This is an optimization exercise on Yosys and OpenROAD, whose aim is a short achievable clock period, not a production implementation.
In this exercise RTL edits were held to simulation tests only and were not proved equivalent to the original.
Power is estimated from default activity; no workload was simulated.

==> flow/design.v <==
package bp_pkg;
   typedef enum logic [1:0] {
      STRONG_NT = 2'b00,
      WEAK_NT   = 2'b01,
      WEAK_T    = 2'b10,
      STRONG_T  = 2'b11
   } counter_t;
   localparam logic [31:0] STAT_MAX = 32'hFFFF_FFFF;
   function automatic counter_t sat_next(counter_t c, logic taken);
      counter_t n;
      n = c;
      case (c)
         bp_pkg::STRONG_NT: n = taken ? bp_pkg::WEAK_NT  : bp_pkg::STRONG_NT;
         bp_pkg::WEAK_NT:   n = taken ? bp_pkg::WEAK_T   : bp_pkg::STRONG_NT;
         bp_pkg::WEAK_T:    n = taken ? bp_pkg::STRONG_T : bp_pkg::WEAK_NT;
         bp_pkg::STRONG_T:  n = taken ? bp_pkg::STRONG_T : bp_pkg::WEAK_T;
         default:   n = bp_pkg::STRONG_NT;
      endcase
      sat_next = n;
   endfunction
endpackage
module bp_xnor2 (input logic a, b, output logic y);
   assign y = ~(a ^ b);
endmodule
module bp_nand4 (input logic a, b, c, d, output logic y);
   assign y = ~(a & b & c & d);
endmodule
module bp_nand3 (input logic a, b, c, output logic y);
   assign y = ~(a & b & c);
endmodule
module bp_nor4 (input logic a, b, c, d, output logic y);
   assign y = ~(a | b | c | d);
endmodule
module bp_nor3 (input logic a, b, c, output logic y);
   assign y = ~(a | b | c);
endmodule
module bp_a22oi (input logic a1, a2, b1, b2, output logic y);
   assign y = ~((a1 & a2) | (b1 & b2));
endmodule
module bp_or2 (input logic a, b, output logic y);
   assign y = a | b;
endmodule
module bp_o21a (input logic a1, a2, b, output logic y);
   assign y = (a1 | a2) & b;
endmodule
module bp_dec2 (input logic [1:0] a, output logic [3:0] y);
   assign y[0] = ~a[1] & ~a[0];
   assign y[1] = ~a[1] &  a[0];
   assign y[2] =  a[1] & ~a[0];
   assign y[3] =  a[1] &  a[0];
endmodule
module bp_and2 (input logic a, b, output logic y);
   assign y = a & b;
endmodule
module br_predictor_btb
#(
   parameter  int ENTRIES = 16,
   parameter  int HIST_W  = 4,
   localparam int IDX_W   = $clog2(ENTRIES)
) (
   input  logic              CLK,
   input  logic              nRST,
   input  logic [31:0]       lookup_pc,
   output logic              hit,
   output logic              predict,
   output logic [31:0]       pred_target,
   output logic [HIST_W-1:0] pred_hist,
   input  logic              pc_en,
   input  logic              upd_valid,
   input  logic [31:0]       upd_pc,
   input  logic              upd_taken,
   input  logic [31:0]       upd_target,
   input  logic              upd_pred,
   input  logic [HIST_W-1:0] upd_hist,
   output logic [31:0]       br_count,
   output logic [31:0]       mispred_count
);
   localparam int TAG_W = 32 - IDX_W - 2;    
   localparam int NGRP  = (TAG_W + 2 + 3) / 4;   
   logic [ENTRIES-1:0] valid;
   logic [TAG_W-1:0]   tags    [ENTRIES];
   logic [31:0]        targets [ENTRIES];
   logic [1:0]         ctr     [ENTRIES];
   logic [IDX_W-1:0]   l_idx, u_idx;
   logic [TAG_W-1:0]   l_tag, u_tag;
   logic               upd;
   assign l_idx = lookup_pc[IDX_W+1:2];
   assign l_tag = lookup_pc[31:IDX_W+2];
   assign u_idx = upd_pc[IDX_W+1:2];
   assign u_tag = upd_pc[31:IDX_W+2];
   assign upd = upd_valid & pc_en;
   logic [3:0]         l_dlo, l_dhi;
   logic [ENTRIES-1:0] l_vd;
   logic [ENTRIES-1:0] l_a, l_b;   
   bp_dec2 u_dlo (.a(l_idx[1:0]), .y(l_dlo));
   bp_dec2 u_dhi (.a(l_idx[3:2]), .y(l_dhi));
   for (genvar i = 0; i < ENTRIES; i++) begin : g_lk
      logic [4*NGRP-1:0] e;       
      logic [NGRP-1:0]   n;
      for (genvar k = 0; k < TAG_W; k++) begin : g_x
         bp_xnor2 u_x (.a(l_tag[k]), .b(tags[i][k]), .y(e[k]));
      end
      bp_and2 u_vd (.a(valid[i]), .b(l_dlo[i%4]), .y(l_vd[i]));
      assign e[TAG_W]   = l_vd[i];
      assign e[TAG_W+1] = l_dhi[i/4];
      for (genvar g = 0; g < NGRP; g++) begin : g_n
         bp_nand4 u_n (.a(e[4*g]), .b(e[4*g+1]), .c(e[4*g+2]), .d(e[4*g+3]), .y(n[g]));
      end
      bp_nor4 u_a (.a(n[0]), .b(n[1]), .c(n[2]), .d(n[3]), .y(l_a[i]));
      bp_nor3 u_b (.a(n[4]), .b(n[5]), .c(n[6]), .y(l_b[i]));
   end
   localparam int NCOPY = 4;
   logic [NCOPY-1:0] h0, h1;
   for (genvar c = 0; c < NCOPY; c++) begin : g_cp
      logic [ENTRIES/2-1:0] pair_n;   
      for (genvar p = 0; p < ENTRIES/2; p++) begin : g_pr
         bp_a22oi u_p (.a1(l_a[2*p]), .a2(l_b[2*p]), .b1(l_a[2*p+1]), .b2(l_b[2*p+1]),
                       .y(pair_n[p]));
      end
      bp_nand4 u_h0 (.a(pair_n[0]), .b(pair_n[1]), .c(pair_n[2]), .d(pair_n[3]), .y(h0[c]));
      bp_nand4 u_h1 (.a(pair_n[4]), .b(pair_n[5]), .c(pair_n[6]), .d(pair_n[7]), .y(h1[c]));
   end
   logic [31:0] l_tgt;
   logic [1:0]  l_ctr;
   assign l_tgt = targets[l_idx];
   assign l_ctr = ctr[l_idx];
   bp_or2  u_hitg (.a(h0[0]), .b(h1[0]), .y(hit));
   bp_o21a u_pred (.a1(h0[NCOPY-1]), .a2(h1[NCOPY-1]), .b(l_ctr[1]), .y(predict));
   for (genvar b = 0; b < 32; b++) begin : g_tg
      bp_o21a u_t (.a1(h0[b/(32/NCOPY)]), .a2(h1[b/(32/NCOPY)]), .b(l_tgt[b]), .y(pred_target[b]));
   end
   assign pred_hist = '0;
   logic [ENTRIES-1:0] u_sel, u_hit, u_alloc, u_tgt_we;
   always_comb begin
      for (int i = 0; i < ENTRIES; i++) begin
         u_sel[i]    = upd && (u_idx == IDX_W'(i));
         u_hit[i]    = valid[i] && (tags[i] == u_tag);
         u_alloc[i]  = u_sel[i] & ~u_hit[i];
         u_tgt_we[i] = u_sel[i] & (~u_hit[i] | upd_taken);
      end
   end
   always_ff @(posedge CLK or negedge nRST) begin
      if (!nRST) valid <= '0;
      else       valid <= valid | u_alloc;
   end
   always_ff @(posedge CLK) begin
      for (int i = 0; i < ENTRIES; i++) begin
         if (u_alloc[i])  tags[i]    <= u_tag;
         if (u_tgt_we[i]) targets[i] <= upd_target;
         if (u_sel[i]) begin
            if (!u_hit[i]) ctr[i] <= upd_taken ? bp_pkg::WEAK_T : bp_pkg::WEAK_NT;
            else           ctr[i] <= bp_pkg::sat_next(bp_pkg::counter_t'(ctr[i]), upd_taken);
         end
      end
   end
   logic unused_bits;
   assign unused_bits = ^{lookup_pc[1:0], upd_pc[1:0], upd_hist};
   always_ff @(posedge CLK or negedge nRST) begin
      if (!nRST) begin
         br_count      <= '0;
         mispred_count <= '0;
      end else if (upd) begin
         if (br_count != bp_pkg::STAT_MAX) br_count <= br_count + 32'd1;
         if ((upd_pred != upd_taken) && (mispred_count != bp_pkg::STAT_MAX))
            mispred_count <= mispred_count + 32'd1;
      end
   end
endmodule
Settings: LEC_CHECK=0, CAP_MARGIN=20, CORE_MARGIN=2, CORE_UTILIZATION=40, SETUP_SLACK_MARGIN=3.5, SLEW_MARGIN=20, SYNTH_HIERARCHICAL=1, TNS_END_PERCENT=10; clock period 7.0 ns.
standard.sh (not shown) runs the stock make flow with config.mk's settings and CLKGATE_MAP_FILE= SYNTH_SCRIPT=/design/flow/synth_recipe.tcl, a recipe that flattens the netlist after the stock synthesis.
==> flow/flow/run.sh <==
#!/bin/bash
# The standard layout, with the lookup's pins grouped on one stretch of the
# top edge (flow/io.tcl, read by ORFS's floorplan step through IO_CONSTRAINTS)
# and timing-driven global placement weighting its critical nets harder.
set -euo pipefail
cd "$(dirname "$0")/.."
bash standard.sh "IO_CONSTRAINTS=$PWD/flow/io.tcl" \
  "GLOBAL_PLACEMENT_ARGS=-timing_driven_net_weight_max 8 -timing_driven_nets_percentage 15" \
  finish > standard.log 2>&1
==> flow/flow/io.tcl <==
# Put the lookup's inputs and outputs together on one stretch of the top edge,
# so the combinational lookup path (lookup_pc -> hit/predict/pred_target) is short.
set_io_pin_constraint -region top:115-235 -pin_names {lookup_pc[2] lookup_pc[3] lookup_pc[4] lookup_pc[5] lookup_pc[6] lookup_pc[7] lookup_pc[8] lookup_pc[9] lookup_pc[10] lookup_pc[11] lookup_pc[12] lookup_pc[13] lookup_pc[14] lookup_pc[15] lookup_pc[16] lookup_pc[17] lookup_pc[18] lookup_pc[19] lookup_pc[20] lookup_pc[21] lookup_pc[22] lookup_pc[23] lookup_pc[24] lookup_pc[25] lookup_pc[26] lookup_pc[27] lookup_pc[28] lookup_pc[29] lookup_pc[30] lookup_pc[31] pred_target[0] pred_target[1] pred_target[2] pred_target[3] pred_target[4] pred_target[5] pred_target[6] pred_target[7] pred_target[8] pred_target[9] pred_target[10] pred_target[11] pred_target[12] pred_target[13] pred_target[14] pred_target[15] pred_target[16] pred_target[17] pred_target[18] pred_target[19] pred_target[20] pred_target[21] pred_target[22] pred_target[23] pred_target[24] pred_target[25] pred_target[26] pred_target[27] pred_target[28] pred_target[29] pred_target[30] pred_target[31] hit predict}
Then changed:
==> flow/flow/io.tcl (replaced) <==
# Put the data pins on the top edge: the lookup's inputs and outputs together
# in the middle, the update's PC and controls to the left, its target to the
# right, so the tag and target storage gathers near the lookup pins.
set_io_pin_constraint -region top:115-235 -pin_names {lookup_pc[2] lookup_pc[3] lookup_pc[4] lookup_pc[5] lookup_pc[6] lookup_pc[7] lookup_pc[8] lookup_pc[9] lookup_pc[10] lookup_pc[11] lookup_pc[12] lookup_pc[13] lookup_pc[14] lookup_pc[15] lookup_pc[16] lookup_pc[17] lookup_pc[18] lookup_pc[19] lookup_pc[20] lookup_pc[21] lookup_pc[22] lookup_pc[23] lookup_pc[24] lookup_pc[25] lookup_pc[26] lookup_pc[27] lookup_pc[28] lookup_pc[29] lookup_pc[30] lookup_pc[31] pred_target[0] pred_target[1] pred_target[2] pred_target[3] pred_target[4] pred_target[5] pred_target[6] pred_target[7] pred_target[8] pred_target[9] pred_target[10] pred_target[11] pred_target[12] pred_target[13] pred_target[14] pred_target[15] pred_target[16] pred_target[17] pred_target[18] pred_target[19] pred_target[20] pred_target[21] pred_target[22] pred_target[23] pred_target[24] pred_target[25] pred_target[26] pred_target[27] pred_target[28] pred_target[29] pred_target[30] pred_target[31] hit predict}
set_io_pin_constraint -region top:20-110 -pin_names {upd_pc[2] upd_pc[3] upd_pc[4] upd_pc[5] upd_pc[6] upd_pc[7] upd_pc[8] upd_pc[9] upd_pc[10] upd_pc[11] upd_pc[12] upd_pc[13] upd_pc[14] upd_pc[15] upd_pc[16] upd_pc[17] upd_pc[18] upd_pc[19] upd_pc[20] upd_pc[21] upd_pc[22] upd_pc[23] upd_pc[24] upd_pc[25] upd_pc[26] upd_pc[27] upd_pc[28] upd_pc[29] upd_pc[30] upd_pc[31] upd_valid pc_en upd_taken upd_pred}
set_io_pin_constraint -region top:240-330 -pin_names {upd_target[0] upd_target[1] upd_target[2] upd_target[3] upd_target[4] upd_target[5] upd_target[6] upd_target[7] upd_target[8] upd_target[9] upd_target[10] upd_target[11] upd_target[12] upd_target[13] upd_target[14] upd_target[15] upd_target[16] upd_target[17] upd_target[18] upd_target[19] upd_target[20] upd_target[21] upd_target[22] upd_target[23] upd_target[24] upd_target[25] upd_target[26] upd_target[27] upd_target[28] upd_target[29] upd_target[30] upd_target[31]}
Outcome: The changed run finished with timing, DRC and antenna clean. Total power is about the same. Design area rose by about 2.5%. Critical path depth does not change. Sequential share of layout area decreases by 1.3 points. Final cell count increases by about 1.8%. Worst setup slack improved by 0.078 ns. Global-route usage increases by 0.63 points. First-iteration DRC count came out lower by 1.1%. Register-to-register slack loses 0.12 ns. Synthesized area is unchanged. Sequential power stays flat.
Then changed:
==> flow/flow/run.sh (replaced) <==
#!/bin/bash
# The standard layout, with the lookup's pins grouped on one stretch of the
# top edge (flow/io.tcl, read by ORFS's floorplan step through IO_CONSTRAINTS).
set -euo pipefail
cd "$(dirname "$0")/.."
bash standard.sh "IO_CONSTRAINTS=$PWD/flow/io.tcl" finish > standard.log 2>&1
Effect: Final cell count went down by 1.3%. Global-route usage went down by 0.60 points. Clock-buffer cell count went down by 4. Routed wire length went down by about 1.8%. Worst hold slack hardly moves. Sequential power hardly moves. Sequential share of layout area went up by 0.80 points. Setup slack loses 0.094 ns. Synthesized area stays the same. Sequential cell count does not change.
Then changed:
==> flow/flow/run.sh (replaced) <==
#!/bin/bash
# The standard layout, with the lookup's pins grouped on one stretch of the
# top edge (flow/io.tcl, read by ORFS's floorplan step through IO_CONSTRAINTS)
# and timing-driven global placement weighting its critical nets harder.
set -euo pipefail
cd "$(dirname "$0")/.."
bash standard.sh "IO_CONSTRAINTS=$PWD/flow/io.tcl" \
  "GLOBAL_PLACEMENT_ARGS=-timing_driven_net_weight_max 20 -timing_driven_nets_percentage 25" \
  finish > standard.log 2>&1
The new run completed without violations.
Global-route usage is about the same.
Combinational power stays flat.
Synthesized cell count does not change.
Count of clock-buffer cells in the layout rises by 5.
Sequential power stays flat.
Power falls by 2.9%.
Non-clock buffer count rises by 15.

separate check: timing with driven ports:
In the flow no input, the clock included, has a driving cell. The finished layouts below were timed again as built, in two steps.
Step 1, drivers: a clkbuf_16 drives CLK and a buf_2 each remaining input, both assumed.
Step 2 times the ports against the registers' clock, not the clock port: input delays grow and output delays shrink by t, the midpoint of the rising clock arrivals with the driver on.
Slacks: ideal ports / drivers / drivers and shift; pairs: ideal ports / drivers.
run | t, ns | slack for setup (ns) | worst hold slack (ns) | worst slew at a driven data input, ns
the first run | 0.780 | 2.115 / 1.931 / 1.931 | 0.490 / 0.490 / 0.490 | 0.24
the second run | 0.778 | 2.193 / 1.988 / 1.988 | 0.482 / 0.482 / 0.482 | 0.29
the third run | 0.805 | 2.099 / 1.914 / 1.914 | 0.482 / 0.482 / 0.482 | 0.29
the fourth run | 0.777 | 2.197 / 1.948 / 1.948 | 0.498 / 0.497 / 0.498 | 0.33
After both steps every run listed still meets setup and hold. The setup slack of the fourth run, which loses most, moves by -0.249 ns with the drivers and by -0.249 ns with both steps.
